This design comes from an exercise in tuning for small area, a short achievable clock period and few clock cycles per item on the open sky130 flow, not from production work. Function was checked by simulation only, so behaviour that the tests miss may differ from the original.

Design nn_mac_array, start of the top module:
module nn_mac_array #(
    parameter int LANES  = 4,
    parameter int DWIDTH = 16,
    parameter int FRAC   = 8,
    parameter int AWIDTH = 40,
    parameter int CWIDTH = 16
) (
    input  logic                    clk,
    input  logic                    rst_n,
    input  logic                    s_valid,
    output logic                    s_ready,
    input  logic                    s_last,
    input  logic [DWIDTH-1:0]       s_x,
    input  logic [LANES*DWIDTH-1:0] s_w,
    input  logic [LANES*DWIDTH-1:0] s_bias,
    input  logic                    relu_en,
    output logic                    m_valid,
    input  logic                    m_ready,
    output logic [LANES*DWIDTH-1:0] m_data,
    output logic [LANES-1:0]        m_ovf,
    output logic [CWIDTH-1:0]       m_count,
    output logic                    busy
);
clock: 8.0 ns
lec_check: 0
cap_margin: 20
core_margin: 2
core_utilization: 40
setup_slack_margin: 4.5
slew_margin: 20
run.sh (not shown) runs the stock make flow with config.mk's settings and CLKGATE_MAP_FILE= SYNTH_SCRIPT=/design/flow/synth_recipe.tcl, a recipe that flattens the netlist after the stock synthesis.
Testbench counts at the start, summed over its fixed seeds: cycles 13,941, items 1,600.
Change:
==> flow/flow/run.sh (new file) <==
#!/bin/bash
# The standard layout, with the port buffers taken from buf_1 instead of the
# cell buffer_ports picks by default (a larger, slower delay cell). Timing
# repair still resizes any of them that limit timing.
set -euo pipefail
export BUFFER_PORTS_ARGS="-buffer_cell sky130_fd_sc_hd__buf_1"
bash standard.sh > standard.log 2>&1
==> flow/standard.sh (new file) <==
#!/bin/bash
# synth_recipe.tcl (not shown) runs the flow's synth.tcl, then flattens the netlist and writes it again
# the make line also repeats each setting of config.mk as NAME=value (left out here)
make -C /OpenROAD-flow-scripts/flow DESIGN_CONFIG=/design/flow/config.mk WORK_HOME=/design/flow/orfs CLKGATE_MAP_FILE= SYNTH_SCRIPT=/design/flow/synth_recipe.tcl "${@:-finish}"
--- a/flow/config.mk
+++ b/flow/config.mk
@@ -11 +11,4 @@
-export SETUP_SLACK_MARGIN = 4.5
+export CTS_BUF_LIST = sky130_fd_sc_hd__clkbuf_16
+export CTS_CLUSTER_DIAMETER = 70
+export CTS_CLUSTER_SIZE = 32
+export SETUP_SLACK_MARGIN = 4.0
removed: flow/run.sh
Outcome:
- register-to-register slack got worse by 0.20 ns
- flip-flop and latch count is unchanged
- die area stays the same
- first-iteration DRC count stays flat
Change:
--- a/flow/config.mk
+++ b/flow/config.mk
@@ -12,3 +12,3 @@
-export CTS_CLUSTER_DIAMETER = 70
-export CTS_CLUSTER_SIZE = 32
-export SETUP_SLACK_MARGIN = 4.0
+export CTS_CLUSTER_DIAMETER = 60
+export CTS_CLUSTER_SIZE = 24
+export SETUP_SLACK_MARGIN = 4.2
Result: Final area grows by 1.8%; wire length grows by 0.58%; global-route usage grows by 0.19 points.
Change:
==> flow/run.sh (new file) <==
#!/bin/bash
# synth_recipe.tcl (not shown) runs the flow's synth.tcl, then flattens the netlist and writes it again
# the make line also repeats each setting of config.mk as NAME=value (left out here)
make -C /OpenROAD-flow-scripts/flow DESIGN_CONFIG=/design/flow/config.mk WORK_HOME=/design/flow/orfs CLKGATE_MAP_FILE= SYNTH_SCRIPT=/design/flow/synth_recipe.tcl finish
--- a/flow/config.mk
+++ b/flow/config.mk
@@ -11,3 +10,0 @@
-export CTS_BUF_LIST = sky130_fd_sc_hd__clkbuf_16
-export CTS_CLUSTER_DIAMETER = 60
-export CTS_CLUSTER_SIZE = 24
removed: flow/flow/run.sh
removed: flow/standard.sh
Register-to-register slack hardly moves. Flip-flop and latch count is unchanged. Worst hold slack is better by 0.0096 ns. Global-route usage grows by 0.24 points. Utilization went up by 1.1 points.

* * *

nn_mac_array again, from the RTL that the note above started with.
==> flow/config.mk <==
export PLATFORM = sky130hd
export DESIGN_NAME = nn_mac_array
export DESIGN_NICKNAME = nn_mac_array
export VERILOG_FILES = /design/flow/design.v
export SDC_FILE = /design/flow/constraint.sdc
export NUM_CORES = 4
export LEC_CHECK = 0
export CAP_MARGIN = 20
export CORE_MARGIN = 2
export CORE_UTILIZATION = 40
export CTS_BUF_LIST = sky130_fd_sc_hd__clkbuf_16
export CTS_CLUSTER_DIAMETER = 70
export CTS_CLUSTER_SIZE = 32
export SETUP_SLACK_MARGIN = 4.2
export SLEW_MARGIN = 20
export TNS_END_PERCENT = 10
==> flow/constraint.sdc <==
create_clock -name core_clock -period 8.0 [get_ports {clk}]
set_input_delay 1.6000 -clock core_clock [delete_from_list [all_inputs] [get_ports {clk}]]
set_output_delay 1.6000 -clock core_clock [all_outputs]
set_load 0.01 [all_outputs]
standard.sh (not shown) runs the stock make flow with config.mk's settings and CLKGATE_MAP_FILE= SYNTH_SCRIPT=/design/flow/synth_recipe.tcl, a recipe that flattens the netlist after the stock synthesis.
==> flow/flow/run.sh <==
#!/bin/bash
# The standard layout, with the port buffers taken from buf_1 instead of the
# cell buffer_ports picks by default (a larger, slower delay cell). Timing
# repair still resizes any of them that limit timing.
set -euo pipefail
export BUFFER_PORTS_ARGS="-buffer_cell sky130_fd_sc_hd__buf_1"
bash standard.sh > standard.log 2>&1
The first run completed with no timing, DRC or antenna violations.
Testbench counts at the start, summed over its fixed seeds: cycles 13,941, items 1,600.
Change:
==> flow/run.sh (new file) <==
#!/bin/bash
# synth_recipe.tcl (not shown) runs the flow's synth.tcl, then flattens the netlist and writes it again
# the make line also repeats each setting of config.mk as NAME=value (left out here)
make -C /OpenROAD-flow-scripts/flow DESIGN_CONFIG=/design/flow/config.mk WORK_HOME=/design/flow/orfs CLKGATE_MAP_FILE= SYNTH_SCRIPT=/design/flow/synth_recipe.tcl finish
Settings changed: CORE_UTILIZATION 40 to 60, CTS_BUF_LIST sky130_fd_sc_hd__clkbuf_16 to unset, CTS_CLUSTER_DIAMETER 70 to unset, CTS_CLUSTER_SIZE 32 to unset, PLACE_DENSITY set to 0.7, TNS_END_PERCENT 10 to unset.
removed: flow/flow/run.sh
removed: flow/standard.sh
Outcome:
- The changed run produced a clean layout
- first-iteration DRC count is higher by 9.0%
- routed wire length is lower by 4.6%
- setup slack gets better by 0.034 ns
- sequential share of layout area is lower by 0.66 points
- area after synthesis does not change
Change:
==> flow/flow/run.sh (new file) <==
#!/bin/bash
# The standard layout, with the port buffers taken from buf_1 instead of the
# cell buffer_ports picks by default (a larger, slower delay cell). Timing
# repair still resizes any of them that limit timing.
set -euo pipefail
export BUFFER_PORTS_ARGS="-buffer_cell sky130_fd_sc_hd__buf_1"
bash standard.sh > standard.log 2>&1
==> flow/standard.sh (new file) <==
#!/bin/bash
# synth_recipe.tcl (not shown) runs the flow's synth.tcl, then flattens the netlist and writes it again
# the make line also repeats each setting of config.mk as NAME=value (left out here)
make -C /OpenROAD-flow-scripts/flow DESIGN_CONFIG=/design/flow/config.mk WORK_HOME=/design/flow/orfs CLKGATE_MAP_FILE= SYNTH_SCRIPT=/design/flow/synth_recipe.tcl "${@:-finish}"
Settings changed: CORE_UTILIZATION 60 to 40, CTS_BUF_LIST set to sky130_fd_sc_hd__clkbuf_16, CTS_CLUSTER_DIAMETER set to 70, CTS_CLUSTER_SIZE set to 32, PLACE_DENSITY 0.7 to unset, SETUP_SLACK_MARGIN 4.2 to 4.35.
removed: flow/run.sh
=>
- The new run finished clean
- worst hold slack is better by 0.0098 ns
- register-to-register slack is better by 0.07 ns
- cell count is higher by 9.7%
- flip-flop and latch count is unchanged
- setup slack is better by 0.068 ns
- synthesized area does not change
- sequential share of layout area is higher by 0.19 points
Change:
==> flow/run.sh (new file) <==
#!/bin/bash
# synth_recipe.tcl (not shown) runs the flow's synth.tcl, then flattens the netlist and writes it again
# the make line also repeats each setting of config.mk as NAME=value (left out here)
make -C /OpenROAD-flow-scripts/flow DESIGN_CONFIG=/design/flow/config.mk WORK_HOME=/design/flow/orfs CLKGATE_MAP_FILE= SYNTH_SCRIPT=/design/flow/synth_recipe.tcl finish
Settings changed: SETUP_SLACK_MARGIN 4.35 to 4.2.
removed: flow/flow/run.sh
removed: flow/standard.sh
What happened: The changed run ran to the end with no violations; hold slack is better by 0.017 ns; maximum frequency came out higher by 0.59%; worst setup slack gets better by 0.022 ns; wire length came out higher by 0.31%; design area climbs by 0.90%; synthesized cell count does not change; non-clock buffer count falls by 43; utilization climbs by 0.41 points.

==> separate check: timing with driven ports <==
No port has a modelled driver above. Below, the same layouts with a new extraction and two added sets of constraints.
Step 1: set_driving_cell puts a clkbuf_16 on clk and a buf_2 on each other input, an assumption about the parent block.
Step 2 times the ports against the registers' clock, not the clock port: input delays grow and output delays shrink by t, the midpoint of the rising clock arrivals with the driver on.
Slacks: no drivers / after step 1 / after step 2; pairs: no drivers / after step 1.
run	t, ns	setup WS [ns]	pins driven straight from the clock port
the first run of note 1	0.761	4.308 / 4.308 / 4.012	1
the second run of note 1	0.762	4.108 / 4.108 / 4.106	1
the third run of note 1	0.710	4.249 / 4.249 / 4.131	1
the fourth run of note 1	0.725	4.248 / 4.248 / 3.841	1
the first run of note 2	0.763	4.157 / 4.157 / 4.099	1
the second run of note 2	0.692	4.190 / 4.190 / 3.852	1
the third run of note 2	0.753	4.259 / 4.259 / 4.163	1
the fourth run of note 2	0.758	4.281 / 4.281 / 3.693	1
After both steps setup and hold are still met in every run listed. For the fourth run of note 2, which loses most, drivers alone change the setup slack by 0.000 ns; drivers and shift together by -0.588 ns.
